This design comes from an exercise in tuning for small area on the open sky130 flow, not from production work.
The RTL was checked by simulation tests, not by an equivalence proof against the original design.
No driver is modelled on the clock port, so clocking that relies on it looks cheaper here than on a real chip.
Power and IR drop assume default switching activity.

==> flow/config.mk <==
export PLATFORM = sky130hd
export DESIGN_NAME = imu_pose_gesture_recognizer_top
export DESIGN_NICKNAME = imu_pose_gesture_recognizer_top
export VERILOG_FILES = /design/flow/design.v
export SDC_FILE = /design/flow/constraint.sdc
export NUM_CORES = 4
export LEC_CHECK = 0
export CAP_MARGIN = 0
export CORE_MARGIN = 2
export CORE_UTILIZATION = 65
export SLEW_MARGIN = 0
==> flow/constraint.sdc <==
create_clock -name core_clock -period 10.0 [get_ports {clk}]
set_input_delay 2.0000 -clock core_clock [delete_from_list [all_inputs] [get_ports {clk}]]
set_output_delay 2.0000 -clock core_clock [all_outputs]
set_load 0.01 [all_outputs]
==> flow/design.v <==
package imupg_pkg;
    localparam logic [1:0] PH_WAIT_POSE    = 2'd0;
    localparam logic [1:0] PH_ARMED        = 2'd1;
    localparam logic [1:0] PH_WAIT_RELEASE = 2'd2;
    localparam logic [1:0] PH_WAIT_NEUTRAL = 2'd3;
    localparam logic [1:0] POSE_FLAT    = 2'd0;
    localparam logic [1:0] POSE_CCW90   = 2'd1;
    localparam logic [1:0] POSE_CW90    = 2'd2;
    localparam logic [1:0] POSE_CW180   = 2'd3;
    localparam logic [2:0] REG_TRIGGER_MOTION  = 3'd0;
    localparam logic [2:0] REG_RELEASE_MOTION  = 3'd1;
    localparam logic [2:0] REG_RELEASE_TIMEOUT = 3'd2;
    localparam logic [2:0] REG_POSE_HOLD       = 3'd3;
    localparam logic [2:0] REG_ARM_MOTION      = 3'd4;
    localparam logic [2:0] REG_NEUTRAL_HOLD    = 3'd5;
    localparam logic [16:0] RST_TRIGGER_MOTION  = 17'd10000;
    localparam logic [16:0] RST_RELEASE_MOTION  = 17'd4000;
    localparam logic [15:0] RST_RELEASE_TIMEOUT = 16'd700;
    localparam logic [15:0] RST_POSE_HOLD       = 16'd180;
    localparam logic [16:0] RST_ARM_MOTION      = 17'd5000;
    localparam logic [15:0] RST_NEUTRAL_HOLD    = 16'd200;
endpackage
module imupg_cfg_regs (
    input  logic        clk,
    input  logic        rst_n,
    input  logic        psel,
    input  logic        penable,
    input  logic        pwrite,
    input  logic [4:0]  paddr,
    input  logic [31:0] pwdata,
    output logic [31:0] prdata,
    output logic        pready,
    output logic [5:0]  written,
    output logic [16:0] trigger_q,
    output logic [16:0] release_q,
    output logic [15:0] timeout_q,
    output logic [15:0] pose_hold_q,
    output logic [16:0] arm_q,
    output logic [15:0] neutral_q
);
    logic       wr_en;
    logic [2:0] reg_idx;
    logic [5:0] wr_sel;
    logic [5:0] rd_sel;
    assign wr_en   = psel && penable && pwrite;
    assign reg_idx = paddr[4:2];
    assign pready  = 1'b1;
    always_comb
    begin
        rd_sel = 6'd0;
        case (reg_idx)
            imupg_pkg::REG_TRIGGER_MOTION:  rd_sel[0] = 1'b1;
            imupg_pkg::REG_RELEASE_MOTION:  rd_sel[1] = 1'b1;
            imupg_pkg::REG_RELEASE_TIMEOUT: rd_sel[2] = 1'b1;
            imupg_pkg::REG_POSE_HOLD:       rd_sel[3] = 1'b1;
            imupg_pkg::REG_ARM_MOTION:      rd_sel[4] = 1'b1;
            imupg_pkg::REG_NEUTRAL_HOLD:    rd_sel[5] = 1'b1;
            default: ;
        endcase
    end
    assign wr_sel = wr_en ? rd_sel : 6'd0;
    always_ff @(posedge clk or negedge rst_n)
    begin
        if (!rst_n)
            written <= 6'd0;
        else
            written <= written | wr_sel;
    end
    always_ff @(posedge clk)
    begin
        if (wr_sel[0]) trigger_q   <= pwdata[16:0];
        if (wr_sel[1]) release_q   <= pwdata[16:0];
        if (wr_sel[2]) timeout_q   <= pwdata[15:0];
        if (wr_sel[3]) pose_hold_q <= pwdata[15:0];
        if (wr_sel[4]) arm_q       <= pwdata[16:0];
        if (wr_sel[5]) neutral_q   <= pwdata[15:0];
    end
    always_comb
    begin
        logic [5:0] take_q, take_rst;
        take_q   = rd_sel & written;
        take_rst = rd_sel & ~written;
        prdata = 32'd0;
        prdata[16:0] = ({17{take_q[0]}} & trigger_q)
                     | ({17{take_q[1]}} & release_q)
                     | ({17{take_q[2]}} & {1'b0, timeout_q})
                     | ({17{take_q[3]}} & {1'b0, pose_hold_q})
                     | ({17{take_q[4]}} & arm_q)
                     | ({17{take_q[5]}} & {1'b0, neutral_q})
                     | ({17{take_rst[0]}} & imupg_pkg::RST_TRIGGER_MOTION)
                     | ({17{take_rst[1]}} & imupg_pkg::RST_RELEASE_MOTION)
                     | ({17{take_rst[2]}} & {1'b0, imupg_pkg::RST_RELEASE_TIMEOUT})
                     | ({17{take_rst[3]}} & {1'b0, imupg_pkg::RST_POSE_HOLD})
                     | ({17{take_rst[4]}} & imupg_pkg::RST_ARM_MOTION)
                     | ({17{take_rst[5]}} & {1'b0, imupg_pkg::RST_NEUTRAL_HOLD});
    end
endmodule
module imupg_feature (
    input  logic signed [15:0] accel_x,
    input  logic signed [15:0] accel_y,
    input  logic signed [15:0] accel_z,
    input  logic signed [15:0] gyro_x,
    input  logic signed [15:0] gyro_y,
    input  logic signed [15:0] gyro_z,
    output logic [1:0]         pose,
    output logic [16:0]        motion_n
);
    function automatic logic [15:0] mag16(input logic [15:0] v, input logic inv);
        logic [15:0] m;
        logic        seen;
        seen = 1'b0;
        for (int i = 0; i < 16; i++)
        begin
            m[i] = v[i] ^ (v[15] & seen) ^ inv;
            seen = seen | v[i];
        end
        mag16 = m;
    endfunction
    function automatic logic ge16(input logic [15:0] a, input logic [15:0] nb, input logic cin);
        logic c;
        c = cin;
        for (int i = 0; i < 16; i++)
            c = (a[i] & nb[i]) | (a[i] & c) | (nb[i] & c);
        ge16 = c;
    endfunction
    logic [15:0] mag_z, mag_x, mag_x_n, mag_y_n;
    logic        z_ge_x, z_ge_y, x_ge_y;
    assign mag_z   = mag16(accel_z, 1'b0);
    assign mag_x   = mag16(accel_x, 1'b0);
    assign mag_x_n = mag16(accel_x, 1'b1);
    assign mag_y_n = mag16(accel_y, 1'b1);
    assign z_ge_x = ge16(mag_z, mag_x_n, 1'b1);
    assign z_ge_y = ge16(mag_z, mag_y_n, 1'b1);
    assign x_ge_y = ge16(mag_x, mag_y_n, 1'b1);
    always_comb
    begin
        logic [15:0] a, b, z, s, c;
        logic        k;
        a = {1'b1, gyro_x[14:0] ^ ~{15{gyro_x[15]}}};
        b = {1'b1, gyro_y[14:0] ^ ~{15{gyro_y[15]}}};
        z = mag16(gyro_z, 1'b1);
        s = a ^ b ^ z;
        c = (a & b) | (a & z) | (b & z);
        motion_n[0] = s[0] ^ ~gyro_x[15] ^ ~gyro_y[15];
        k = (s[0] & ~gyro_x[15]) | (s[0] & ~gyro_y[15]) | (~gyro_x[15] & ~gyro_y[15]);
        for (int i = 1; i < 16; i++)
        begin
            motion_n[i] = s[i] ^ c[i-1] ^ k;
            k = (s[i] & c[i-1]) | (s[i] & k) | (c[i-1] & k);
        end
        motion_n[16] = c[15] ^ k ^ 1'b1;
    end
    always_comb
    begin
        if (z_ge_x && z_ge_y)
            pose = accel_z[15] ? imupg_pkg::POSE_CW180 : imupg_pkg::POSE_FLAT;
        else if (x_ge_y)
            pose = accel_x[15] ? imupg_pkg::POSE_CW90 : imupg_pkg::POSE_CCW90;
        else
            pose = accel_y[15] ? imupg_pkg::POSE_CW90 : imupg_pkg::POSE_CCW90;
    end
endmodule
module imupg_fsm (
    input  logic                  clk,
    input  logic                  rst_n,
    input  logic                  step,
    input  logic [1:0]            pose,
    input  logic [16:0]           motion_n,      
    input  logic [31:0]           now,
    input  logic [5:0]            written,
    input  logic [16:0]           trigger_q,
    input  logic [16:0]           release_q,
    input  logic [15:0]           timeout_q,
    input  logic [15:0]           pose_hold_q,
    input  logic [16:0]           arm_q,
    input  logic [15:0]           neutral_q,
    output logic [1:0]            gesture_code,
    output logic [1:0]            phase_after
);
    logic [1:0]  phase_reg, phase_next;
    logic [1:0]  prev_pose_reg, prev_pose_next;    
    logic [31:0] stamp_reg;
    logic        stamp_load;
    logic        flag_reg, flag_next;
    logic [15:0] since_n;
    logic [15:0] time_limit;
    logic        time_ok;
    logic [16:0] motion_limit;
    logic        motion_ge;
    logic sel_release, sel_neutral, sel_armed;
    logic neutral_hold_zero;
    assign sel_release = (phase_reg == imupg_pkg::PH_WAIT_RELEASE);
    assign sel_neutral = (phase_reg == imupg_pkg::PH_WAIT_NEUTRAL);
    assign sel_armed   = (phase_reg == imupg_pkg::PH_ARMED);
    assign time_limit = ({16{sel_release & written[2]}} & timeout_q)
                      | ({16{sel_release & ~written[2]}} & imupg_pkg::RST_RELEASE_TIMEOUT)
                      | ({16{sel_neutral & written[5]}} & neutral_q)
                      | ({16{sel_neutral & ~written[5]}} & imupg_pkg::RST_NEUTRAL_HOLD)
                      | ({16{~sel_release & ~sel_neutral & written[3]}} & pose_hold_q)
                      | ({16{~sel_release & ~sel_neutral & ~written[3]}} & imupg_pkg::RST_POSE_HOLD);
    assign neutral_hold_zero = written[5] && (neutral_q == 16'd0);
    always_comb
    begin
        logic [15:0] now_n, same, succ;
        logic        d, e, hi_zero0, hi_zero1, hi;
        now_n = ~now[15:0];
        d = 1'b0;
        for (int i = 0; i < 16; i++)
        begin
            since_n[i] = now_n[i] ^ stamp_reg[i] ^ d;
            d = (now_n[i] & stamp_reg[i]) | (now_n[i] & d) | (stamp_reg[i] & d);
        end
        same = ~(now[31:16] ^ stamp_reg[31:16]);
        succ[0] = ~same[0];
        for (int i = 1; i < 16; i++)
            succ[i] = ~(same[i] ^ (now[15+i] | same[i-1]));
        hi_zero0 = &same;
        hi_zero1 = &succ;
        hi = d ? ~hi_zero1 : ~hi_zero0;
        time_ok = hi | ((phase_reg == imupg_pkg::PH_WAIT_RELEASE) ? (~since_n > time_limit) : (~since_n >= time_limit));
    end
    assign motion_limit = ({17{sel_release & written[1]}} & release_q)
                        | ({17{sel_release & ~written[1]}} & imupg_pkg::RST_RELEASE_MOTION)
                        | ({17{sel_armed & written[0]}} & trigger_q)
                        | ({17{sel_armed & ~written[0]}} & imupg_pkg::RST_TRIGGER_MOTION)
                        | ({17{~sel_release & ~sel_armed & written[4]}} & arm_q)
                        | ({17{~sel_release & ~sel_armed & ~written[4]}} & imupg_pkg::RST_ARM_MOTION);
    always_comb
    begin
        logic e;
        e = (phase_reg == imupg_pkg::PH_ARMED);
        for (int i = 0; i < 17; i++)
            e = (motion_n[i] & motion_limit[i]) | (motion_n[i] & e) | (motion_limit[i] & e);
        motion_ge = ~e;
    end
    always_comb
    begin
        phase_next     = phase_reg;
        prev_pose_next = prev_pose_reg;
        flag_next      = 1'b0;
        stamp_load     = 1'b0;
        case (phase_reg)
            imupg_pkg::PH_WAIT_RELEASE:
            begin
                if (time_ok || !motion_ge)
                begin
                    phase_next = imupg_pkg::PH_WAIT_NEUTRAL;
                    stamp_load = 1'b1;
                    flag_next  = (now == 32'd0);
                end
            end
            imupg_pkg::PH_WAIT_NEUTRAL:
            begin
                if (pose == imupg_pkg::POSE_FLAT)
                begin
                    flag_next = flag_reg && (now == 32'd0);
                    if (flag_reg ? neutral_hold_zero : time_ok)
                    begin
                        phase_next     = imupg_pkg::PH_WAIT_POSE;
                        prev_pose_next = imupg_pkg::POSE_FLAT;
                        stamp_load     = 1'b1;
                    end
                    else if (flag_reg)
                    begin
                        stamp_load = 1'b1;
                    end
                end
                else
                begin
                    flag_next = 1'b1;
                end
            end
            imupg_pkg::PH_WAIT_POSE:
            begin
                if (pose != prev_pose_reg)
                begin
                    prev_pose_next = pose;
                    stamp_load     = 1'b1;
                end
                else if (pose == imupg_pkg::POSE_FLAT || motion_ge)
                begin
                    stamp_load = 1'b1;
                end
                else if (time_ok)
                begin
                    phase_next = imupg_pkg::PH_ARMED;
                end
            end
            default:  
            begin
                if (motion_ge)
                begin
                    flag_next  = 1'b1;
                    stamp_load = 1'b1;
                    phase_next = imupg_pkg::PH_WAIT_RELEASE;
                end
            end
        endcase
    end
    always_ff @(posedge clk or negedge rst_n)
    begin
        if (!rst_n)
        begin
            phase_reg     <= imupg_pkg::PH_WAIT_POSE;
            prev_pose_reg <= imupg_pkg::POSE_FLAT;
        end
        else if (step)
        begin
            phase_reg     <= phase_next;
            prev_pose_reg <= prev_pose_next;
        end
    end
    always_ff @(posedge clk)
    begin
        if (step)
        begin
            flag_reg <= flag_next;
        end
        if (step && stamp_load)
            stamp_reg <= now;
    end
    assign gesture_code = (phase_reg == imupg_pkg::PH_WAIT_RELEASE && flag_reg) ? prev_pose_reg : 2'd0;
    assign phase_after  = phase_reg;
endmodule
module imu_pose_gesture_recognizer_top (
    input  logic                             clk,
    input  logic                             rst_n,
    input  logic                             in_valid,
    output logic                             in_ready,
    input  logic signed [15:0]               accel_x,
    input  logic signed [15:0]               accel_y,
    input  logic signed [15:0]               accel_z,
    input  logic signed [15:0]               gyro_x,
    input  logic signed [15:0]               gyro_y,
    input  logic signed [15:0]               gyro_z,
    input  logic [31:0]                      now_ms,
    output logic                             out_valid,
    input  logic                             out_ready,
    output logic [1:0]                       gesture_code,
    output logic [1:0]                       phase_after,
    input  logic                             psel,
    input  logic                             penable,
    input  logic                             pwrite,
    input  logic [4:0]                       paddr,
    input  logic [31:0]                      pwdata,
    output logic [31:0]                      prdata,
    output logic                             pready
);
    logic [1:0]  smp_pose;
    logic [16:0] smp_motion_n;
    logic [31:0] smp_now_ms;
    logic    in_valid_reg, in_valid_next;
    logic    out_valid_reg, out_valid_next;
    logic    advance;
    logic    in_take;
    logic [5:0]  cfg_written;
    logic [16:0] trigger_q;
    logic [16:0] release_q;
    logic [15:0] timeout_q;
    logic [15:0] pose_hold_q;
    logic [16:0] arm_q;
    logic [15:0] neutral_q;
    logic [1:0]  pose;
    logic [16:0] motion_n;
    assign advance  = in_valid_reg && (!out_valid_reg || out_ready);
    assign in_ready = !in_valid_reg || advance;
    assign in_take  = in_valid && in_ready;
    always_comb
    begin
        in_valid_next  = in_take ? 1'b1 : (advance ? 1'b0 : in_valid_reg);
        out_valid_next = advance ? 1'b1 : (out_ready ? 1'b0 : out_valid_reg);
    end
    always_ff @(posedge clk or negedge rst_n)
    begin
        if (!rst_n)
        begin
            in_valid_reg  <= 1'b0;
            out_valid_reg <= 1'b0;
        end
        else
        begin
            in_valid_reg  <= in_valid_next;
            out_valid_reg <= out_valid_next;
        end
    end
    imupg_feature u_feat (
        .accel_x (accel_x),
        .accel_y (accel_y),
        .accel_z (accel_z),
        .gyro_x  (gyro_x),
        .gyro_y  (gyro_y),
        .gyro_z  (gyro_z),
        .pose    (pose),
        .motion_n (motion_n)
    );
    always_ff @(posedge clk)
    begin
        if (in_take)
        begin
            smp_pose   <= pose;
            smp_motion_n <= motion_n;
            smp_now_ms <= now_ms;
        end
    end
    assign out_valid = out_valid_reg;
    imupg_cfg_regs u_cfg (
        .clk     (clk),
        .rst_n   (rst_n),
        .psel    (psel),
        .penable (penable),
        .pwrite  (pwrite),
        .paddr   (paddr),
        .pwdata  (pwdata),
        .prdata  (prdata),
        .pready  (pready),
        .written     (cfg_written),
        .trigger_q   (trigger_q),
        .release_q   (release_q),
        .timeout_q   (timeout_q),
        .pose_hold_q (pose_hold_q),
        .arm_q       (arm_q),
        .neutral_q   (neutral_q)
    );
    imupg_fsm u_fsm (
        .clk          (clk),
        .rst_n        (rst_n),
        .step         (advance),
        .pose         (smp_pose),
        .motion_n     (smp_motion_n),
        .now          (smp_now_ms),
        .written     (cfg_written),
        .trigger_q   (trigger_q),
        .release_q   (release_q),
        .timeout_q   (timeout_q),
        .pose_hold_q (pose_hold_q),
        .arm_q       (arm_q),
        .neutral_q   (neutral_q),
        .gesture_code (gesture_code),
        .phase_after  (phase_after)
    );
endmodule
==> flow/flow/run.sh <==
#!/bin/bash
# Layout: the standard flow (standard.sh), with changes that only shrink
# overhead cells: the port buffers are the smallest buffer, and CTS builds
# the clock tree from small clock buffers and adds no dummy loads.
# Synthesis, floorplan, power grid, tap cells, placement and routing are the
# standard ones.
set -euo pipefail
cd "$(dirname "$0")/.."
bash standard.sh \
    "BUFFER_PORTS_ARGS=-buffer_cell sky130_fd_sc_hd__buf_1" \
    "CTS_ARGS=-sink_clustering_enable -repair_clock_nets -dont_use_dummy_load -buf_list {sky130_fd_sc_hd__clkbuf_8} -root_buf sky130_fd_sc_hd__clkbuf_8" \
    finish > make_finish.log 2>&1
==> flow/standard.sh <==
#!/bin/bash
# synth_recipe.tcl (not shown) runs the flow's synth.tcl, then flattens the netlist and writes it again
# the make line also repeats each setting of config.mk as NAME=value (left out here)
make -C /OpenROAD-flow-scripts/flow DESIGN_CONFIG=/design/flow/config.mk WORK_HOME=/design/flow/orfs CLKGATE_MAP_FILE= SYNTH_SCRIPT=/design/flow/synth_recipe.tcl "${@:-finish}"
==> results.toml, run 1 <==
[sta]
finalHoldViolCount = 0
finalCritPeriodShare = 0.895
relSlewSlack = 0.236
tightestPinTransition_ns = 1.15
fin_skew_ns = 0.0306
finalSetupViolations = 0
fin_crit_ns = 8.95
whs_ns = 0.491
fmax_mhz = 112
tns_ns = 0
rsz0062_at_grt = "no"
slew_violations = 0

[cts]
cts-root-buf = "clkbuf_8"
clk_pin_slew_ns = 0.09
htree_num_levels = 4
clock_path_buffers = 2
cts.repair.resized = 0
cts_sinks = 195
clock_latency_ns = 0.46
post-cts-setup-buffer-count = 0
cts-buffers-inserted = 17
hold_buffers = 0
cts_tree = "built"

[logic_synthesis]
yosysTopAreaCell = "edfxtp_1"
syn_area_per_cell_um2 = 11.4
synth_cell_types = 72
synth_top_area_share = 0.447
ys.flop_type = "edfxtp_1"
syn_inst = 1082
yosys-top-cells-area = "edfxtp_1, fa_1, xnor2_1"
ys_seq_elements = 195
synthesis.area_um2 = 12300
ys_seq_area_frac = 0.472
synthArstFlopShare = 0.0615
synth-warning-count = 4
post-synth-top-count-cell = "edfxtp_1"
yosys-top-cells-count = "edfxtp_1, nand2_1, inv_1"
synth-edff-count = 183

[global_routing]
grt-busiest-layer = "met2"
grt_overflow = 0
grt_usage = 0.306
antenna_found_initial = 0
grt_pass1_wl_um = 47300
grt_pass1_vias = 9069
met3_usage = 0.0780
grt_max_degree = 52
gr-usage-met1 = 0.423
met2_usage = 0.465

[power]
p_leak_nw = 4.78
powerDensity_nw_per_um2 = 193
ir_worst_vdd_mv = 0.100

[placed_design]
dpl.hpwl_um = 22100
routabilityCongestion = 0.913
numPortBuffers = 177
placed_cells = 1469

[detailed_routing]
route.final.wire_length_um = 29800
ant_nets = 0
vias = 9351
drc = 0
routedWlPerCell_um = 20.0
avgViaCountPerCell = 6.29
dr.pass1.iters = 9
first_iter_violations = 1013

[finish]
fill_cells = 1370
fin_cells = 1486
syn_to_final_growth_pct = 8.95
nNetsFinal = 1509
antenna_cells = 0
multi_input_area_um2 = 5990
drive_above_1_share = 0.0559
regArea_um2 = 5800

[die]
dieWidth_um = 141
core_um2 = 18600
die_area_um2 = 20000
fp.dieH_um = 141
io_pins = 211
initial_core_util = 0.659
fp-row-count = 50

[hold_path]
hold_class = "reg -> reg"

[critical_path]
crit_fanout = 2
crit_required_ns = 10.21
critPathKind = "in -> reg"
arrival_ns = 9.16
crit_path_end_kind = "flop"
start_kind = "input port"

[flow_run]
cap_violations = 0

[run_status]
status = "no timing/DRC/antenna violations"
## final timing paths
path,start,endpoint,slack [ns],cells past startpoint
hold reg to reg,smp_now_ms[18],u_fsm.stamp_reg[18],0.49,0
min in group asynchronous,rst_n,in_valid_reg,1.58,1
max in group asynchronous,rst_n,u_cfg.written[2],7.91,1
setup / recovery,gyro_y[15],smp_motion_n[15],1.05,19
setup reg to reg,smp_now_ms[0],u_fsm.stamp_reg[11],1.49,36
hold / removal,smp_now_ms[18],u_fsm.stamp_reg[18],0.49,0
## layer usage
layer  share of wire  routed length, um  up-vias
li1                -                  -     4362
met1            0.41              12200     4383
met2            0.45              13300      526
met3            0.11               3250       80
met4           0.036               1060        0
met5               0                  0        -
## layout make-up
cell class | count | area share
clock buffers | 17 | 0.0175
inverters | 74 | 0.0207
multi-input cells | 771 | 0.447
flip-flops and latches | 195 | 0.433
well taps | 234 | 0.0219
repair buffers | 195 | 0.0597
## layout by cell type, fill, tap and decap left out, drive strengths merged, types with 26 or more instances in the layout
master / instances
buf: 195
edfxtp: 183
nand2: 80
inv: 74
xnor2: 61
nor2: 52
o21ai: 47
fa: 46
xor2: 44
ha: 37
a222oi: 31
nand3: 30
a21oi: 26
## through the flow
step                      cell area (um^2)  total power [W]   util  worst slack [ns]
after floorplan                      12300          0.00187      -             0.191
after global placement               13200          0.00217  0.706             0.672
after detailed placement             13200          0.00220  0.706             0.560
after CTS                            13400          0.00258  0.718              1.06
after global routing                 13400          0.00277  0.718             0.865
final                                13400          0.00259  0.718              1.05
## logic make-up after synthesis
kind of cell | synth area share
adder cells (fa/ha/maj) | 0.123
XOR/XNOR | 0.0755
AND/OR/NAND/NOR | 0.132
AO/OA/AOI/OAI | 0.144
other | 0.000611
multiplexers | 0.00428
buffers and inverters | 0.0484
flip-flops | 0.472
## worst max-delay path, cell delays in order
cell and delay, ns:
buf_1 0.11, xnor2_1 0.22, fa_1 0.48, fa_1 0.41, fa_1 0.39, fa_1 0.39, fa_1 0.39, fa_1 0.40
fa_1 0.41, fa_1 0.40, fa_1 0.40, fa_1 0.40, fa_1 0.39, fa_1 0.39, fa_1 0.39, fa_1 0.39
fa_1 0.40, fa_1 0.39, fa_1 0.43
## power breakdown
part	switching (W)	leakage (nW)	internal (W)
Sequential	0.0000590	1.82	0.00102
Clock	0.000228	0.122	0.000151
Combinational	0.000677	2.83	0.000450
Total	0.000964	4.78	0.00162
==> run 2, diff against run 1 <==
--- a/flow/config.mk
+++ b/flow/config.mk
@@ -5,7 +5,7 @@
 export SDC_FILE = /design/flow/constraint.sdc
 export NUM_CORES = 4
 export LEC_CHECK = 0
-export CAP_MARGIN = 0
+export CAP_MARGIN = 20
 export CORE_MARGIN = 2
-export CORE_UTILIZATION = 65
-export SLEW_MARGIN = 0
+export CORE_UTILIZATION = 55
+export SLEW_MARGIN = 20
==> results.toml, run 2 <==
[critical_path]
critPathKind = "in -> reg"
rr_endpoint = "u_fsm.stamp_reg[28]"
crit_fanout = 15
critical-path-max-stage-delay_ns = 0.49
crit_path_end_kind = "flop"
crit_chain = "buf_1, nand2_1, xor2_1, fa_1, fa_1, fa_1, fa_1, fa_1, fa_1, fa_1, fa_1, fa_1, fa_1, fa_1, fa_1, fa_1, fa_1, fa_1, fa_1"
cpMostUsedCell = "fa_1"
crit_slowest_cell = "fa_1"
crit_start = "gyro_z[15]"
r2r_slack_ns = 1.42
crit_required_ns = 10.21
reg2reg_depth = 34
reg2reg_from = "smp_now_ms[0]"
arrival_ns = 9.23
endpoint = "smp_motion_n[15]"
start_kind = "input port"

[global_routing]
grt_pass1_wl_um = 48600
grt_max_degree = 52
grt_usage = 0.266
grt_overflow = 0
antenna_found_initial = 1
grt_pass1_vias = 8970

[cts]
post-cts-setup-buffer-count = 0
htree_num_levels = 4
clock_path_buffers = 2
hold_buffers = 0
cts_sinks = 195
cts.repair.resized = 0
cts-root-buf = "clkbuf_8"
clock_latency_ns = 0.47
cts_tree = "built"
clk_pin_slew_ns = 0.09
cts-buffers-inserted = 17

[hold_path]
whs_path_depth = 0
hold_class = "reg -> reg"

[logic_synthesis]
synthArstFlopShare = 0.0615
yosysTopAreaCell = "edfxtp_1"
ys.flop_type = "edfxtp_1"
ys_seq_elements = 195
syn_inst = 1082
ys_seq_area_frac = 0.472
yosys-top-cells-area = "edfxtp_1, fa_1, xnor2_1"
synth_cell_types = 72
synth-warning-count = 4
synthesis.area_um2 = 12300
post-synth-top-count-cell = "edfxtp_1"
synth-edff-count = 183
synth_top_area_share = 0.447
syn_area_per_cell_um2 = 11.4
yosys-top-cells-count = "edfxtp_1, nand2_1, inv_1"

[sta]
fmax_mhz = 111
tightestPinTransition_ns = 1.06
tns_ns = 0
fin_skew_ns = 0.0363
finalCritPeriodShare = 0.901
rsz0062_at_grt = "no"
slew_violations = 0
finalSetupViolations = 0
whs_ns = 0.464
finalHoldViolCount = 0
fin_crit_ns = 9.01
relSlewSlack = 0.289

[power]
powerDensity_nw_per_um2 = 193
power_w = 0.00260
p_leak_nw = 4.79
ir_worst_vdd_mv = 0.0864

[placed_design]
dpl.hpwl_um = 23100
numPortBuffers = 177
placed_cells = 1517
routabilityCongestion = 0.902

[die]
die_area_um2 = 23600
fp-row-count = 54
core_um2 = 21900
initial_core_util = 0.561
io_pins = 211
dieWidth_um = 153
fp.dieH_um = 153

[finish]
final_cell_mix = "edfxtp_1, buf_1, nand2_1"
syn_to_final_growth_pct = 9.58
layout_commonest_cell = "edfxtp_1"
fin_cells = 1535
nNetsFinal = 1511
final_core_util = 0.615
drive_above_1_share = 0.0566
fill_cells = 1877

[detailed_routing]
routedWlPerCell_um = 20.2
dr.pass1.iters = 7
avgViaCountPerCell = 6.10
ant_nets = 0
drc = 0
vias = 9361
first_iter_violations = 1129
route.final.wire_length_um = 31100

[run_status]
status = "no timing/DRC/antenna violations"

[flow_run]
cap_violations = 0
==> run 2: cells by family (layout without fill, tap and decap cells) <==
kind of cell / count (synthesis) / after routing / synth area share
buffers and inverters: 130 / 288 / 0.0484
DFF: 195 / 195 / 0.472
xor gates and xnor gates: 105 / 105 / 0.0755
AOI/OAI and AO/OA: 237 / 237 / 0.144
other: 2 / 17 / 0.000611
muxes: 5 / 5 / 0.00428
adders and majority gates: 96 / 96 / 0.123
and+or+nand+nor: 312 / 312 / 0.132
==> run 2: how the worst min path moves through the flow <==
stage | slack (ns) | endpoint | startpoint
floorplan | 0.45 | out_valid_reg | in_valid_reg
global placement | 0.47 | u_fsm.stamp_reg[26] | smp_now_ms[26]
detailed placement | 0.47 | u_fsm.stamp_reg[26] | smp_now_ms[26]
CTS | 0.46 | u_fsm.stamp_reg[11] | smp_now_ms[11]
global route | 0.49 | u_fsm.stamp_reg[11] | smp_now_ms[11]
finish | 0.46 | u_fsm.stamp_reg[11] | smp_now_ms[11]
==> run 2: final cells by class <==
cell class	count	area, um^2	area share
diodes	1	2.50	0.000186
clock buffers	17	234	0.0174
inverters	74	278	0.0206
multi-input cells	771	5990	0.445
flip-flops and latches	195	5800	0.430
well taps	280	350	0.0260
repair buffers	197	815	0.0605
==> run 2: power by group <==
group	leakage [nW]	total, W	switching [W]	internal [W]
logic	2.85	0.00113	0.000680	0.000452
clock network	0.122	0.000386	0.000235	0.000151
registers	1.82	0.00108	0.0000593	0.00102
==> run 2: per-stage QoR <==
step / area [um^2] / worst slack (ns)
3_3_place_gp: 13200 / 0.601
3_5_place_dp: 13200 / 0.477
2_1_floorplan: 12300 / 0.191
5_1_grt: 13500 / 0.708
4_1_cts: 13500 / 0.979
6_report: 13500 / 0.985
==> run 2: worst max-delay path, delay by kind of cell <==
family / cells / cell delay [ns]
xor+xnor: 1 / 0.21
fa+ha+maj: 16 / 6.47
buf+inv: 1 / 0.40
simple gates: 1 / 0.13
==> run 2: layer usage <==
metal,wire length (um),track usage,up-vias
met5,0,0,-
met4,770,0.0887,0
met3,2920,0.0439,48
met2,13700,0.402,468
met1,13700,0.393,4491
li1,-,-,4354
==> run 3, diff against run 2 <==
--- a/flow/config.mk
+++ b/flow/config.mk
@@ -7,5 +7,5 @@
 export LEC_CHECK = 0
 export CAP_MARGIN = 20
 export CORE_MARGIN = 2
-export CORE_UTILIZATION = 55
+export CORE_UTILIZATION = 72
 export SLEW_MARGIN = 20
==> results.toml, run 3 <==
[sta]
finalHoldViolCount = 0
fmax_mhz = 112
finalCritPeriodShare = 0.894
finalSetupViolations = 0
fin_crit_ns = 8.94
tns_ns = 0
setup_ws_ns = 1.06
tightestPinTransition_ns = 1.16
fin_skew_ns = 0.0281
slew_violations = 0
rsz0062_at_grt = "no"
relSlewSlack = 0.227

[die]
core_um2 = 16600
initial_core_util = 0.738
io_pins = 211
fp-row-count = 47
dieWidth_um = 135
die_area_um2 = 18100
fp.dieH_um = 135

[logic_synthesis]
syn_inst = 1082
yosys-top-cells-count = "edfxtp_1, nand2_1, inv_1"
yosys-top-cells-area = "edfxtp_1, fa_1, xnor2_1"
post-synth-top-count-cell = "edfxtp_1"
ys_seq_area_frac = 0.472
synthesis.area_um2 = 12300
yosysTopAreaCell = "edfxtp_1"
synth_cell_types = 72
synthArstFlopShare = 0.0615
synth-edff-count = 183
ys_seq_elements = 195
synth-warning-count = 4
synth_top_area_share = 0.447
ys.flop_type = "edfxtp_1"
syn_area_per_cell_um2 = 11.4

[finish]
fill_cells = 1075
final_core_util = 0.804
antenna_cells = 0
final_cell_mix = "edfxtp_1, buf_1, nand2_1"
drive_above_1_share = 0.0575
layout_commonest_cell = "edfxtp_1"
nNetsFinal = 1510
fin_cells = 1473
syn_to_final_growth_pct = 8.89

[detailed_routing]
vias = 9785
first_iter_violations = 1095
avgViaCountPerCell = 6.64
route.final.wire_length_um = 31000
ant_nets = 0
dr.pass1.iters = 9
drc = 0
routedWlPerCell_um = 21.0

[hold_path]
min_to = "u_fsm.stamp_reg[26]"
hold_class = "reg -> reg"
whs_path_depth = 0
min-delay-start = "smp_now_ms[26]"

[placed_design]
dpl.hpwl_um = 23200
placed_cells = 1456
routabilityCongestion = 0.912
post-place-ws_ns = 0.587
numPortBuffers = 177

[critical_path]
crit_path_end_kind = "flop"
crit_required_ns = 10.23
r2r_slack_ns = 1.17
reg2reg_depth = 37
arrival_ns = 9.18
critPathKind = "in -> reg"
crit_fanout = 2
rr_endpoint = "u_fsm.phase_reg[1]"
reg2reg_from = "smp_now_ms[0]"
start_kind = "input port"

[power]
p_leak_nw = 4.78
ir_worst_vdd_mv = 0.161
powerDensity_nw_per_um2 = 197
power_w = 0.00264

[global_routing]
grt_pass1_wl_um = 48600
grt_pass1_vias = 9573
grt_max_degree = 52
grt_usage = 0.351
antenna_found_initial = 2
grt_overflow = 0

[cts]
post-cts-setup-buffer-count = 0
cts.repair.resized = 0
cts-root-buf = "clkbuf_8"
cts-buffers-inserted = 17
clock_latency_ns = 0.48
htree_num_levels = 4
hold_buffers = 0
clk_pin_slew_ns = 0.10
cts_tree = "built"
cts_sinks = 195
clock_path_buffers = 2

[run_status]
status = "no timing/DRC/antenna violations"

[flow_run]
cap_violations = 0
## run 3: cell counts after synthesis
No cell type changed its count.
## run 3: per-stage QoR
step | area [um^2] | hold slack (ns)
2_1_floorplan | 12300 | 0.449
4_1_cts | 13400 | 0.479
5_1_grt | 13400 | 0.479
6_report | 13400 | 0.473
3_3_place_gp | 13100 | 0.465
3_5_place_dp | 13100 | 0.466
## run 3: where the power goes
group          internal, W  leakage [nW]  switching (W)
Combinational     0.000460          2.84       0.000712
Clock             0.000150         0.122       0.000232
Sequential         0.00102          1.82      0.0000610
## run 3: how the worst max path moves through the flow
stage                     cells after the start           from  slack, ns                 end
after floorplan                              20     gyro_x[15]       0.19    smp_motion_n[15]
after global placement                       19     gyro_y[15]       0.68    smp_motion_n[15]
after detailed placement                     19     gyro_y[15]       0.59    smp_motion_n[15]
after CTS                                    19     gyro_y[15]       1.09    smp_motion_n[15]
after global routing                         37  smp_now_ms[0]       0.73  u_fsm.phase_reg[1]
final                                        19     gyro_x[15]       1.06    smp_motion_n[15]
## run 3: per-layer routing
metal / track usage / routed length [um] / vias to the layer above
met5: 0 / 19 / -
met2: 0.566 / 14500 / 698
met4: 0.154 / 1350 / 2
met1: 0.452 / 11500 / 4599
met3: 0.0935 / 3630 / 125
li1: - / - / 4361
## run 3: cells by family (layout without fill, tap and decap cells)
group                    count (synthesis)  after routing  synth area share
AO/OA/AOI/OAI                          237            237             0.144
adder cells (fa/ha/maj)                 96             96             0.123
buffers and inverters                  130            287            0.0484
multiplexers                             5              5           0.00428
XOR/XNOR                               105            105            0.0755
flip-flops                             195            195             0.472
AND/OR/NAND/NOR                        312            312             0.132
other                                    2             16          0.000611
## run 3: layout make-up
type / count / area [um^2] / share of cell area
multi-input combinational: 771 / 5990 / 0.448
clock buffer: 17 / 234 / 0.0175
sequential: 195 / 5800 / 0.433
tap: 220 / 275 / 0.0206
timing repair buffer: 196 / 807 / 0.0603
inverter: 74 / 278 / 0.0208
## run 3: worst max-delay path, stage by stage
cell and delay, ns:
buf_1 0.12, xnor2_1 0.26, fa_1 0.45, fa_1 0.39
fa_1 0.38, fa_1 0.41, fa_1 0.40, fa_1 0.40
fa_1 0.39, fa_1 0.39, fa_1 0.39, fa_1 0.39
fa_1 0.39, fa_1 0.39, fa_1 0.39, fa_1 0.39
fa_1 0.39, fa_1 0.40, fa_1 0.44
==> run 4, diff against run 3 <==
--- a/flow/config.mk
+++ b/flow/config.mk
@@ -7,5 +7,5 @@
 export LEC_CHECK = 0
 export CAP_MARGIN = 20
 export CORE_MARGIN = 2
-export CORE_UTILIZATION = 72
+export CORE_UTILIZATION = 65
 export SLEW_MARGIN = 20
==> results.toml, run 4 <==
[logic_synthesis]
yosysTopAreaCell = "edfxtp_1"
post-synth-top-count-cell = "edfxtp_1"
synthesis.area_um2 = 12300
ys_seq_area_frac = 0.472
synth-warning-count = 4
synth-adder-area-share = 0.123
yosys-top-cells-count = "edfxtp_1, nand2_1, inv_1"
synthSimpleGateAreaFrac = 0.132
yosys-top-cells-area = "edfxtp_1, fa_1, xnor2_1"
synthXorXnorAreaFrac = 0.0755
syn_area_per_cell_um2 = 11.4
synth-edff-count = 183
synth_top_area_share = 0.447
muxShareOfSynthArea = 0.00428
ys.flop_type = "edfxtp_1"
syn_inst = 1082
synthArstFlopShare = 0.0615
synth_top_family_by_area = "compound AO/OA/AOI/OAI gates"
ys_seq_elements = 195
synth-compound-area-share = 0.144
synth_cell_types = 72

[cts]
clk_pin_slew_ns = 0.09
htree_num_levels = 4
cts_sinks = 195
hold_buffers = 0
cts-buffers-inserted = 17
cts_tree = "built"
clock_latency_ns = 0.46
clock_path_buffers = 2
cts-root-buf = "clkbuf_8"
cts.repair.resized = 0
post-cts-setup-buffer-count = 0

[critical_path]
crit_required_ns = 10.21
start_kind = "input port"
rr_endpoint = "u_fsm.stamp_reg[11]"
crit_path_end_kind = "flop"
critPathKind = "in -> reg"
arrival_ns = 9.16
crit_fanout = 2
crit_chain = "buf_1, xnor2_1, fa_1, fa_1, fa_1, fa_1, fa_1, fa_1, fa_1, fa_1, fa_1, fa_1, fa_1, fa_1, fa_1, fa_1, fa_1, fa_1, fa_1"
r2r_slack_ns = 1.49
crit_slowest_cell = "fa_1"
reg2reg_depth = 36
reg2reg_from = "smp_now_ms[0]"
cpMostUsedCell = "fa_1"
critical-path-max-stage-delay_ns = 0.48

[placed_design]
dpl.hpwl_um = 22100
routabilityCongestion = 0.913
dpl_cell_area_um2 = 13200
numPortBuffers = 177

[sta]
finalHoldViolCount = 0
fmax_mhz = 112
finalCritPeriodShare = 0.895
relSlewSlack = 0.236
tns_ns = 0
tightestPinTransition_ns = 1.15
rsz0062_at_grt = "no"
fin_skew_ns = 0.0306
slew_violations = 0
finalSetupViolations = 0
fin_crit_ns = 8.95

[die]
core_um2 = 18600
dieWidth_um = 141
fp-row-count = 50
initial_core_util = 0.659
fp.dieH_um = 141
die_area_um2 = 20000
io_pins = 211

[finish]
fill_cells = 1370
final_area_um2 = 13400
nNetsFinal = 1509
final_core_util = 0.718
final_cell_mix = "edfxtp_1, buf_1, nand2_1"
regArea_um2 = 5800
layout_commonest_cell = "edfxtp_1"
drive_above_1_share = 0.0559
syn_to_final_growth_pct = 8.95
multi_input_area_um2 = 5990
antenna_cells = 0

[global_routing]
grt_usage = 0.306
grt_pass1_vias = 9069
grt_max_degree = 52
grt_overflow = 0
grt_pass1_wl_um = 47300
antenna_found_initial = 0

[power]
p_comb_frac = 0.436
clockPowerShare = 0.146
p_sw_frac = 0.373
internal_power_w = 0.00162
ir_worst_vdd_mv = 0.100
powerDensity_nw_per_um2 = 193
p_switching_w = 0.000964
sequentialPowerShare = 0.418
p_leak_nw = 4.78
power_w = 0.00259

[hold_path]
whs_path_depth = 0
min-delay-start = "smp_now_ms[18]"
min_to = "u_fsm.stamp_reg[18]"
hold_class = "reg -> reg"

[run_status]
status = "no timing/DRC/antenna violations"

[detailed_routing]
routedWlPerCell_um = 20.0
ant_nets = 0
dr.pass1.iters = 9
avgViaCountPerCell = 6.29
vias = 9351
drc = 0
route.final.wire_length_um = 29800
first_iter_violations = 1013

[flow_run]
cap_violations = 0
## run 4: changes by cell type in the layout (fill, tap and decap cells not counted)
cell and change:
buf_4 -1, nor2_1 +1, nor2_2 -1
## run 4: metrics by stage
step	hold WS, ns	instances	setup slack [ns]
floorplan	0.449	1096	0.191
global placement	0.471	1469	0.672
detailed placement	0.468	1469	0.560
CTS	0.490	1486	1.06
global route	0.512	1486	0.865
finish	0.491	1486	1.05
## run 4: logic make-up after synthesis
kind of cell               count (synthesis)
AOI/OAI and AO/OA                        237
xor gates and xnor gates                 105
adders and majority gates                 96
buffers and inverters                    130
DFF                                      195
muxes                                      5
other                                      2
and+or+nand+nor                          312
## run 4: power by group through the flow
stage	clock network [W]	registers (W)	logic (W)
floorplan	0	0.00108	0.000788
global placement	0	0.00109	0.00108
detailed placement	0	0.00110	0.00111
CTS	0.000385	0.00108	0.00112
global route	0.000413	0.00109	0.00127
finish	0.000378	0.00108	0.00113
## run 4: critical path, delay by kind of cell
kind | cells | cell delay, ns
adders and majority gates | 17 | 6.85
xor gates and xnor gates | 1 | 0.22
buffers and inverters | 1 | 0.11
## run 4: worst max path at each step
stage                     from                to  slack, ns  cells past startpoint
global placement    gyro_y[15]  smp_motion_n[15]       0.67                     19
finish              gyro_y[15]  smp_motion_n[15]       1.05                     19
floorplan           gyro_x[15]  smp_motion_n[15]       0.19                     20
detailed placement  gyro_y[15]  smp_motion_n[15]       0.56                     19
global route        gyro_y[15]  smp_motion_n[15]       0.86                     19
CTS                 gyro_y[15]  smp_motion_n[15]       1.06                     19
## run 4: layout make-up
cell class	instances	share of cell area
multi-input combinational	771	0.447
sequential	195	0.433
inverter	74	0.0207
clock buffer	17	0.0175
tap	234	0.0219
timing repair buffer	195	0.0597
## run 4: routing by layer
| metal | global-route usage | routed length, um | share of wire |
|---|---|---|---|
| met5 | 0 | 0 | 0 |
| met1 | 0.423 | 12200 | 0.41 |
| met3 | 0.0780 | 3250 | 0.11 |
| met4 | 0.133 | 1060 | 0.036 |
| met2 | 0.465 | 13300 | 0.45 |
==> run 5, diff against run 4 <==
==> flow/flow/run.sh (replaced) <==
#!/bin/bash
# Layout: the standard flow (standard.sh), with changes that only shrink
# overhead cells: the port buffers are the smallest buffer, CTS builds the
# clock tree from clkbuf_8 and adds no dummy loads, and the constant outputs
# share one tie cell per value instead of one tie cell each.
# Synthesis, floorplan, power grid, tap cells, placement and routing are the
# standard ones. Each ORFS step logs to orfs/logs/; make's own output goes
# to make_finish.log.
set -euo pipefail
cd "$(dirname "$0")/.."
bash standard.sh \
    "BUFFER_PORTS_ARGS=-buffer_cell sky130_fd_sc_hd__buf_1" \
    "CTS_ARGS=-sink_clustering_enable -repair_clock_nets -dont_use_dummy_load -buf_list {sky130_fd_sc_hd__clkbuf_8} -root_buf sky130_fd_sc_hd__clkbuf_8" \
    "SKIP_REPAIR_TIE_FANOUT=1" \
    finish > make_finish.log 2>&1
==> results.toml, run 5 <==
[logic_synthesis]
ys_seq_area_frac = 0.472
syn_inst = 1082
yosysTopAreaCell = "edfxtp_1"
yosys-top-cells-area = "edfxtp_1, fa_1, xnor2_1"
synthesis.area_um2 = 12300
ys.flop_type = "edfxtp_1"
post-synth-top-count-cell = "edfxtp_1"
ys_seq_elements = 195
synthArstFlopShare = 0.0615
yosys-top-cells-count = "edfxtp_1, nand2_1, inv_1"
synth-warning-count = 4
synth_top_area_share = 0.447
syn_area_per_cell_um2 = 11.4
synth-edff-count = 183
synth_cell_types = 72

[placed_design]
numPortBuffers = 177
routabilityCongestion = 0.895
dpl.hpwl_um = 22700
placed_cells = 1456

[critical_path]
crit_required_ns = 10.22
critical-path-max-stage-delay_ns = 0.47
path_delay_family = "adder cells"
reg2reg_from = "smp_now_ms[0]"
crit_fanout = 15
crit_chain = "buf_1, nand2_1, xor2_1, fa_1, fa_1, fa_1, fa_1, fa_1, fa_1, fa_1, fa_1, fa_1, fa_1, fa_1, fa_1, fa_1, fa_1, fa_1, fa_1"
r2r_slack_ns = 1.43
cpMostUsedCell = "fa_1"
crit_slowest_cell = "fa_1"
crit_path_end_kind = "flop"
start_kind = "input port"
path_depth = 19
reg2reg_depth = 37
arrival_ns = 9.23
rr_endpoint = "u_fsm.phase_reg[1]"
critPathKind = "in -> reg"
cp.buffers_inverters = 1

[sta]
tns_ns = 0
fmax_mhz = 111
rsz0062_at_grt = "no"
finalSetupViolations = 0
slew_violations = 0
tightestPinTransition_ns = 1.18
fin_skew_ns = 0.0436
finalCritPeriodShare = 0.902
whs_ns = 0.479
finalHoldViolCount = 0
fin_crit_ns = 9.02
relSlewSlack = 0.211

[detailed_routing]
dr.pass1.iters = 9
ant_nets = 0
drc = 0
route.final.wire_length_um = 30300
vias = 9377
first_iter_violations = 1200
avgViaCountPerCell = 6.37
routedWlPerCell_um = 20.6

[cts]
cts.repair.resized = 0
clk_pin_slew_ns = 0.09
cts-root-buf = "clkbuf_8"
cts_tree = "built"
cts-buffers-inserted = 17
htree_num_levels = 4
clock_latency_ns = 0.48
clock_path_buffers = 2
post-cts-setup-buffer-count = 0
hold_buffers = 0
cts_sinks = 195

[finish]
nNetsFinal = 1496
antenna_cells = 0
final_cell_mix = "edfxtp_1, buf_1, nand2_1"
fin_cells = 1473
syn_to_final_growth_pct = 8.66
fill_cells = 1421
layout_commonest_cell = "edfxtp_1"
drive_above_1_share = 0.0573

[global_routing]
grt_pass1_vias = 9097
grt_usage = 0.312
grt_max_degree = 52
grt_overflow = 0
grt_pass1_wl_um = 47700
antenna_found_initial = 0

[die]
die_area_um2 = 20000
core_um2 = 18600
initial_core_util = 0.659
dieWidth_um = 141
fp.dieH_um = 141
fp-row-count = 50
io_pins = 211

[flow_run]
cap_violations = 0

[hold_path]
min-delay-start = "smp_now_ms[11]"
whs_path_depth = 0
min_to = "u_fsm.stamp_reg[11]"
hold_class = "reg -> reg"

[power]
ir_worst_vdd_mv = 0.0906
powerDensity_nw_per_um2 = 195
p_leak_nw = 4.74

[run_status]
status = "no timing/DRC/antenna violations"
-- run 5: area by class of cell --
type	count	area [um^2]	area share
Sequential cell	195	5800	0.434
Multi-Input combinational cell	757	5940	0.445
Timing Repair Buffer	196	807	0.0604
Inverter	74	278	0.0208
Clock buffer	17	234	0.0175
Tap cell	234	293	0.0219
-- run 5: kinds of logic after synthesis --
kind of cell	Yosys count	share of synthesized area
buffers and inverters	130	0.0484
xor gates and xnor gates	105	0.0755
muxes	5	0.00428
other	2	0.000611
DFF	195	0.472
AOI/OAI and AO/OA	237	0.144
adders and majority gates	96	0.123
and+or+nand+nor	312	0.132
-- run 5: routing by layer --
metal | part of all wire | vias to the layer above | global-route usage
met3 | 0.098 | 66 | 0.0628
met1 | 0.42 | 4456 | 0.432
li1 | - | 4345 | -
met4 | 0.031 | 0 | 0.125
met5 | 0 | - | 0
met2 | 0.45 | 510 | 0.489
-- run 5: worst max-delay path by stage --
| stage | from | end |
|---|---|---|
| 2_1_floorplan | gyro_x[15] | smp_motion_n[15] |
| 3_3_place_gp | gyro_z[15] | smp_motion_n[15] |
| 3_5_place_dp | gyro_z[15] | smp_motion_n[15] |
| 4_1_cts | gyro_z[15] | smp_motion_n[15] |
| 5_1_grt | gyro_z[15] | smp_motion_n[15] |
| 6_report | gyro_z[15] | smp_motion_n[15] |
-- run 5: power by group --
group / switching, W / internal [W] / total (W)
clock: 0.000236 / 0.000151 / 0.000387
combinational: 0.000682 / 0.000453 / 0.00113
sequential: 0.0000590 / 0.00102 / 0.00108
-- run 5: per-stage QoR --
stage	total power, W	worst slack [ns]	utilization	area (um^2)
2_1_floorplan	0.00187	0.191	-	12300
3_3_place_gp	0.00218	0.615	0.703	13100
3_5_place_dp	0.00221	0.470	0.704	13100
4_1_cts	0.00259	0.984	0.716	13400
5_1_grt	0.00277	0.626	0.716	13400
6_report	0.00260	0.984	0.716	13400
==> run 6, diff against run 5 <==
==> flow/flow/run.sh (replaced) <==
#!/bin/bash
# Layout: the standard flow (standard.sh), with changes that only shrink
# overhead cells: the port buffers are the smallest buffer, CTS builds the
# clock tree from clkbuf_8 and adds no dummy loads, and after CTS a power
# recovery pass downsizes cells that have slack to spare (flow/post_cts.tcl).
# Synthesis, floorplan, power grid, tap cells, placement and routing are the
# standard ones. Each ORFS step logs to orfs/logs/; make's own output goes
# to make_finish.log.
set -euo pipefail
cd "$(dirname "$0")/.."
bash standard.sh \
    "BUFFER_PORTS_ARGS=-buffer_cell sky130_fd_sc_hd__buf_1" \
    "CTS_ARGS=-sink_clustering_enable -repair_clock_nets -dont_use_dummy_load -buf_list {sky130_fd_sc_hd__clkbuf_8} -root_buf sky130_fd_sc_hd__clkbuf_8" \
    "POST_CTS_TCL=$PWD/flow/post_cts.tcl" \
    finish > make_finish.log 2>&1
==> flow/flow/post_cts.tcl (new file) <==
# Sourced by ORFS's CTS step (POST_CTS_TCL) after its own timing repair.
# Power recovery: downsize cells on paths whose slack allows it. This only
# swaps cells for smaller ones of the same function; the cells keep their
# places, and detailed placement checks that they stay legal.
estimate_parasitics -placement
repair_timing -recover_power 100 -verbose
detailed_placement
check_placement -verbose
estimate_parasitics -placement
report_worst_slack -max
report_worst_slack -min
==> results.toml, run 6 <==
[critical_path]
critical-path-max-stage-delay_ns = 0.48
crit_path_end_kind = "flop"
critPathKind = "in -> reg"
crit_fanout = 2
cpMostUsedCell = "fa_1"
crit_chain = "buf_1, xnor2_1, fa_1, fa_1, fa_1, fa_1, fa_1, fa_1, fa_1, fa_1, fa_1, fa_1, fa_1, fa_1, fa_1, fa_1, fa_1, fa_1, fa_1"
arrival_ns = 9.16
crit_required_ns = 10.21
reg2reg_depth = 36
start_kind = "input port"
crit_slowest_cell = "fa_1"

[cts]
clock_latency_ns = 0.47
cts_sinks = 195
clk_pin_slew_ns = 0.09
cts_tree = "built"

[finish]
fill_cells = 1378
syn_to_final_growth_pct = 9.07
nNetsFinal = 1513
layout_commonest_cell = "edfxtp_1"
antenna_cells = 0
drive_above_1_share = 0.0541
final_cell_mix = "edfxtp_1, buf_1, nand2_1"

[sta]
finalHoldViolCount = 0
fin_skew_ns = 0.0309
finalSetupViolations = 0
tns_ns = 0
slew_violations = 0
fmax_mhz = 112
relSlewSlack = 0.274
finalCritPeriodShare = 0.895
tightestPinTransition_ns = 1.08
fin_crit_ns = 8.95
rsz0062_at_grt = "no"

[global_routing]
grt_pass1_vias = 9036
grt_usage = 0.306
antenna_found_initial = 0
grt_max_degree = 52
grt_pass1_wl_um = 47400
grt_overflow = 0

[detailed_routing]
routedWlPerCell_um = 20.0
drc = 0
avgViaCountPerCell = 6.28
dr.pass1.iters = 7
vias = 9354
route.final.wire_length_um = 29900
ant_nets = 0
first_iter_violations = 1053

[logic_synthesis]
ys.flop_type = "edfxtp_1"
syn_area_per_cell_um2 = 11.4
post-synth-top-count-cell = "edfxtp_1"
syn_inst = 1082
synth_cell_types = 72
synthArstFlopShare = 0.0615
synth-edff-count = 183
synth_top_area_share = 0.447
synthesis.area_um2 = 12300
ys_seq_area_frac = 0.472
yosysTopAreaCell = "edfxtp_1"
yosys-top-cells-count = "edfxtp_1, nand2_1, inv_1"
yosys-top-cells-area = "edfxtp_1, fa_1, xnor2_1"
ys_seq_elements = 195
synth-warning-count = 4

[die]
core_um2 = 18600
io_pins = 211
initial_core_util = 0.659
fp-row-count = 50
die_area_um2 = 20000
fp.dieH_um = 141
dieWidth_um = 141

[power]
power_w = 0.00259
powerDensity_nw_per_um2 = 193
ir_worst_vdd_mv = 0.101
p_leak_nw = 4.77

[placed_design]
numPortBuffers = 177
dpl.hpwl_um = 22100
routabilityCongestion = 0.913

[flow_run]
cap_violations = 0

[hold_path]
hold_class = "reg -> reg"
whs_path_depth = 0

[run_status]
status = "no timing/DRC/antenna violations"
[run 6: changes by cell type in the layout (fill, tap and decap cells not counted), sizes merged]
cell / before / now
clkbuf: 17 / 31
buf: 196 / 185
conb: 2 / 16
[run 6: where the power goes]
| part | internal, W | leakage, nW | switching [W] |
|---|---|---|---|
| combinational | 0.000450 | 2.83 | 0.000676 |
| clock | 0.000150 | 0.122 | 0.000229 |
| sequential | 0.00102 | 1.82 | 0.0000591 |
| total | 0.00162 | 4.77 | 0.000964 |
[run 6: worst max-delay path: cells and delay by family]
family                   cells  cell delay (ns)
buffers and inverters        1             0.11
XOR/XNOR                     1             0.22
adder cells (fa/ha/maj)     17             6.85
[run 6: per-stage QoR]
step,cell area [um^2],hold WS [ns],setup slack [ns],instances,utilization
floorplan,12300,0.449,0.191,1096,-
global placement,13200,0.471,0.672,1469,0.706
detailed placement,13200,0.468,0.560,1469,0.706
global route,13400,0.512,0.867,1490,0.719
finish,13400,0.495,1.05,1490,0.719
[run 6: layer usage]
| layer | track usage | wire length (um) | vias to the layer above |
|---|---|---|---|
| met5 | 0 | 0 | - |
| met4 | 0.112 | 864 | 0 |
| met3 | 0.0766 | 3270 | 61 |
| met2 | 0.474 | 13500 | 522 |
| met1 | 0.426 | 12200 | 4402 |
| li1 | - | - | 4369 |
[run 6: cells by family (layout without fill, tap and decap cells)]
kind of cell    count (synthesis)  in the layout  synth area share
mux                             5              5           0.00428
compound gates                237            237             0.144
buf+inv                       130            290            0.0484
fa+ha+maj                      96             96             0.123
simple gates                  312            312             0.132
other cells                     2             16          0.000611
flops                         195            195             0.472
xor+xnor                      105            105            0.0755
[run 6: layout make-up]
cell class                      instances  area (um^2)  share of cell area
Sequential cell                       195         5800               0.432
Clock buffer                           17          234              0.0175
Timing Repair Buffer                  199          828              0.0618
Tap cell                              234          293              0.0218
Inverter                               74          278              0.0207
Multi-Input combinational cell        771         5970               0.446
[run 6: worst paths after layout]
path	from	endpoint	slack [ns]
hold reg to reg	smp_now_ms[30]	u_fsm.stamp_reg[30]	0.50
setup reg to reg	smp_now_ms[0]	u_fsm.stamp_reg[11]	1.49
setup / recovery	gyro_y[15]	smp_motion_n[15]	1.05
max in group asynchronous	rst_n	u_fsm.prev_pose_reg[1]	7.91
min in group asynchronous	rst_n	u_cfg.written[3]	1.58
hold / removal	smp_now_ms[30]	u_fsm.stamp_reg[30]	0.50
==> run 7, diff against run 6 <==
==> flow/flow/run.sh (replaced) <==
#!/bin/bash
# Layout: the standard flow (standard.sh), with changes that only shrink
# overhead cells: the port buffers are the smallest buffer, and the clock
# tree is a balanced two-level tree of a few large clock buffers built by
# flow/clock_tree.tcl before CTS (CTS skips its nets and adds no buffers).
# Synthesis, floorplan, power grid, tap cells, placement and routing are the
# standard ones. Each ORFS step logs to orfs/logs/; make's own output goes
# to make_finish.log.
set -euo pipefail
cd "$(dirname "$0")/.."
export FLOW_CLK_LEAVES=7
bash standard.sh \
    "BUFFER_PORTS_ARGS=-buffer_cell sky130_fd_sc_hd__buf_1" \
    "PRE_CTS_TCL=$PWD/flow/clock_tree.tcl" \
    "CTS_ARGS=-sink_clustering_enable -repair_clock_nets -dont_use_dummy_load" \
    finish > make_finish.log 2>&1
==> flow/flow/clock_tree.tcl (new file) <==
# Sourced by ORFS's CTS step (PRE_CTS_TCL) before clock_tree_synthesis.
# A two-level clock tree made by hand: the clock port drives one root
# buffer, which drives FLOW_CLK_LEAVES leaf buffers; each leaf drives the
# clock pins of one group of registers. The groups are equal-sized: the
# registers are cut into vertical strips by x, each strip into groups by y,
# and each leaf buffer starts at its group's centre (detailed placement
# then legalises it). Every register sits two buffers from the clock port.
# CTS is then told to skip these nets, so it adds nothing of its own.
proc my_clock_tree {K leaf_master root_master} {
  set block [ord::get_db_block]
  set db [ord::get_db]
  set clk_net [$block findNet clk]
  set pts {}
  foreach it [$clk_net getITerms] {
    set loc [[$it getInst] getLocation]
    lappend pts [list [lindex $loc 0] [lindex $loc 1] $it]
  }
  set pts [lsort -integer -index 0 $pts]
  set n [llength $pts]
  set kx [expr {int(sqrt($K))}]
  while {$K % $kx != 0} { incr kx -1 }
  set ky [expr {$K / $kx}]
  set groups {}
  set per_x [expr {int(ceil(double($n) / $kx))}]
  for {set i 0} {$i < $kx} {incr i} {
    set col [lrange $pts [expr {$i*$per_x}] [expr {($i+1)*$per_x - 1}]]
    set col [lsort -integer -index 1 $col]
    set m [llength $col]
    set per_y [expr {int(ceil(double($m) / $ky))}]
    for {set j 0} {$j < $ky} {incr j} {
      set g [lrange $col [expr {$j*$per_y}] [expr {($j+1)*$per_y - 1}]]
      if {[llength $g] > 0} { lappend groups $g }
    }
  }
  set leaf [$db findMaster $leaf_master]
  set rootm [$db findMaster $root_master]
  set root [odb::dbInst_create $block $rootm clkroot_buf]
  set root_out [odb::dbNet_create $block clkroot_net]
  $root_out setSigType CLOCK
  set skip [list clkroot_net]
  set gi 0
  set sx 0
  set sy 0
  foreach g $groups {
    set b [odb::dbInst_create $block $leaf clkleaf_buf_$gi]
    set net [odb::dbNet_create $block clkleaf_net_$gi]
    $net setSigType CLOCK
    lappend skip clkleaf_net_$gi
    set cx 0
    set cy 0
    foreach p $g {
      set it [lindex $p 2]
      $it disconnect
      $it connect $net
      incr cx [lindex $p 0]
      incr cy [lindex $p 1]
    }
    set cx [expr {$cx / [llength $g]}]
    set cy [expr {$cy / [llength $g]}]
    incr sx $cx
    incr sy $cy
    $b setLocation $cx $cy
    $b setPlacementStatus PLACED
    [$b findITerm A] connect $root_out
    [$b findITerm X] connect $net
    puts "clock leaf $gi: [llength $g] registers"
    incr gi
  }
  $root setLocation [expr {$sx / $gi}] [expr {$sy / $gi}]
  $root setPlacementStatus PLACED
  [$root findITerm A] connect $clk_net
  [$root findITerm X] connect $root_out
  set_cts_config -skip_nets $skip
}

my_clock_tree $::env(FLOW_CLK_LEAVES) sky130_fd_sc_hd__clkbuf_16 sky130_fd_sc_hd__clkbuf_4
removed: flow/flow/post_cts.tcl
==> results.toml, run 7 <==
[sta]
slew_violations = 0
finalSetupViolations = 0
fin_crit_ns = 8.88
rsz0062_at_grt = "no"
fmax_mhz = 113
fin_skew_ns = 0.0118
finalCritPeriodShare = 0.888
tns_ns = 0
tightestPinTransition_ns = 1.09
relSlewSlack = 0.273
finalHoldViolCount = 0
setup_ws_ns = 1.12

[critical_path]
reg2reg_depth = 36
endpoint = "smp_motion_n[15]"
rr_endpoint = "u_fsm.stamp_reg[13]"
crit_fanout = 2
arrival_ns = 9.16
crit_start = "gyro_y[15]"
reg2reg_from = "smp_now_ms[0]"
r2r_slack_ns = 1.47
start_kind = "input port"
critPathKind = "in -> reg"
crit_path_end_kind = "flop"
crit_required_ns = 10.28

[logic_synthesis]
yosysTopAreaCell = "edfxtp_1"
yosys-top-cells-count = "edfxtp_1, nand2_1, inv_1"
synth-warning-count = 4
synthArstFlopShare = 0.0615
synth_cell_types = 72
ys_seq_area_frac = 0.472
synthSimpleGateAreaFrac = 0.132
synth-edff-count = 183
syn_inst = 1082
synth-adder-area-share = 0.123
synth_top_area_share = 0.447
syn_area_per_cell_um2 = 11.4
synth_top_family_by_area = "compound AO/OA/AOI/OAI gates"
muxShareOfSynthArea = 0.00428
yosys-top-cells-area = "edfxtp_1, fa_1, xnor2_1"
ys_seq_elements = 195
ys.flop_type = "edfxtp_1"
synthXorXnorAreaFrac = 0.0755
post-synth-top-count-cell = "edfxtp_1"
synth-compound-area-share = 0.144
synthesis.area_um2 = 12300

[die]
io_pins = 211
fp-row-count = 50
dieWidth_um = 141
core_um2 = 18600
fp.dieH_um = 141
die_area_um2 = 20000
initial_core_util = 0.659

[placed_design]
dpl_cell_area_um2 = 13200
dpl.hpwl_um = 22100
post-place-ws_ns = 0.560
numPortBuffers = 177
routabilityCongestion = 0.913

[power]
clockPowerShare = 0.138
p_switching_w = 0.000955
powerDensity_nw_per_um2 = 192
ir_worst_vdd_mv = 0.115
p_leak_nw = 4.74
p_sw_frac = 0.374
internal_power_w = 0.00160
p_comb_frac = 0.439
sequentialPowerShare = 0.422

[cts]
hold_buffers = 0
clock_latency_ns = 0.53
clk_pin_slew_ns = 0.11
post-cts-setup-buffer-count = 0
cts.repair.resized = 0

[detailed_routing]
drc = 0
avgViaCountPerCell = 6.26
first_iter_violations = 1067
vias = 9256
met1_length_um = 12200
routedWlPerCell_um = 19.9
wl_met3_um = 3090
route.met2.wl_um = 13000
ant_nets = 0
dr.pass1.iters = 9
route.final.wire_length_um = 29400
dr.max_layer_used = "met4"

[global_routing]
grt_pass1_vias = 8983
grt_max_degree = 52
grt_pass1_wl_um = 46700
antenna_found_initial = 1
grt_overflow = 0
grt_usage = 0.294

[finish]
drive_above_1_share = 0.0491
final_cell_mix = "edfxtp_1, buf_1, nand2_1"
layout_commonest_cell = "edfxtp_1"
nNetsFinal = 1500
final_area_um2 = 13300
syn_to_final_growth_pct = 8.55

[run_status]
status = "no timing/DRC/antenna violations"

[flow_run]
cap_violations = 0

[hold_path]
hold_class = "reg -> reg"
[run 7: metrics by stage]
| stage | power [W] | utilization | instances | hold slack [ns] |
|---|---|---|---|---|
| floorplan | 0.00187 | - | 1096 | 0.449 |
| global placement | 0.00217 | 0.706 | 1469 | 0.471 |
| detailed placement | 0.00220 | 0.706 | 1469 | 0.468 |
| CTS | 0.00248 | 0.715 | 1477 | 0.472 |
| global route | 0.00273 | 0.715 | 1478 | 0.520 |
| finish | 0.00255 | 0.715 | 1478 | 0.493 |
[run 7: how the worst min path moves through the flow]
stage | startpoint | endpoint | cells past startpoint
3_3_place_gp | smp_now_ms[11] | u_fsm.stamp_reg[11] | 0
4_1_cts | smp_now_ms[30] | u_fsm.stamp_reg[30] | 0
5_1_grt | smp_now_ms[22] | u_fsm.stamp_reg[22] | 0
2_1_floorplan | in_valid_reg | out_valid_reg | 1
3_5_place_dp | smp_now_ms[30] | u_fsm.stamp_reg[30] | 0
6_report | smp_now_ms[30] | u_fsm.stamp_reg[30] | 0
[run 7: worst max-delay path, cell delays in order]
cell and delay [ns]:
buf_1 0.11, xnor2_1 0.22, fa_1 0.48, fa_1 0.41
fa_1 0.39, fa_1 0.39, fa_1 0.39, fa_1 0.40
fa_1 0.41, fa_1 0.40, fa_1 0.40, fa_1 0.40
fa_1 0.39, fa_1 0.39, fa_1 0.39, fa_1 0.39
fa_1 0.40, fa_1 0.39, fa_1 0.43
[run 7: logic make-up (layout without fill, tap and decap cells)]
logic type      count (synthesis)  in the layout
other cells                     2             17
buf+inv                       130            277
xor+xnor                      105            105
compound gates                237            237
flops                         195            195
mux                             5              5
simple gates                  312            312
fa+ha+maj                      96             96
[run 7: cell type report]
| class | instances | area, um^2 |
|---|---|---|
| diodes | 1 | 2.50 |
| plain buffers | 8 | 183 |
| fillers | 1374 | 5310 |
| inverters | 74 | 278 |
| multi-input cells | 771 | 5990 |
| flip-flops and latches | 195 | 5800 |
| well taps | 234 | 293 |
| repair buffers | 195 | 800 |
[run 7: power by group through the flow]
stage,clock network (W),logic [W],registers (W)
floorplan,0,0.000788,0.00108
global placement,0,0.00108,0.00109
detailed placement,0,0.00111,0.00110
CTS,0.000265,0.00111,0.00110
global route,0.000381,0.00126,0.00109
finish,0.000354,0.00112,0.00108
[run 7: layer usage]
| metal | track usage | up-vias |
|---|---|---|
| li1 | - | 4342 |
| met1 | 0.423 | 4352 |
| met2 | 0.459 | 493 |
| met3 | 0.0510 | 69 |
| met4 | 0.100 | 0 |
| met5 | 0 | - |

[port drivers added, routing unchanged]
How much do the figures lean on ideal ports? The routed layouts below were timed once more, with nothing changed but the port constraints. Step 1, drivers: a clkbuf_16 drives clk and a buf_2 each remaining input, both assumed. Step 2 times the ports against the registers' clock, not the clock port: input delays grow and output delays shrink by t, the midpoint of the rising clock arrivals with the driver on. Three values: ideal, step 1, step 2; two values: the first two.
| run | shift t [ns] | setup slack, ns | worst slew at a driven data input, ns |
|---|---|---|---|
| run 1 | 0.487 | 1.045 / 1.057 / 0.569 | 0.06 |
| run 2 | 0.492 | 0.985 / 1.003 / 0.511 | 0.07 |
| run 3 | 0.502 | 1.057 / 1.070 / 0.567 | 0.06 |
| run 4 | 0.487 | 1.045 / 1.057 / 0.569 | 0.06 |
| run 5 | 0.493 | 0.984 / 0.996 / 0.503 | 0.07 |
| run 6 | 0.490 | 1.050 / 1.062 / 0.571 | 0.06 |
| run 7 | 0.558 | 1.120 / 1.129 / 0.571 | 0.06 |
After both steps setup and hold are still met in every run listed. The setup slack of run 7, which loses most, moves by +0.009 ns with the drivers and by -0.549 ns with both steps.
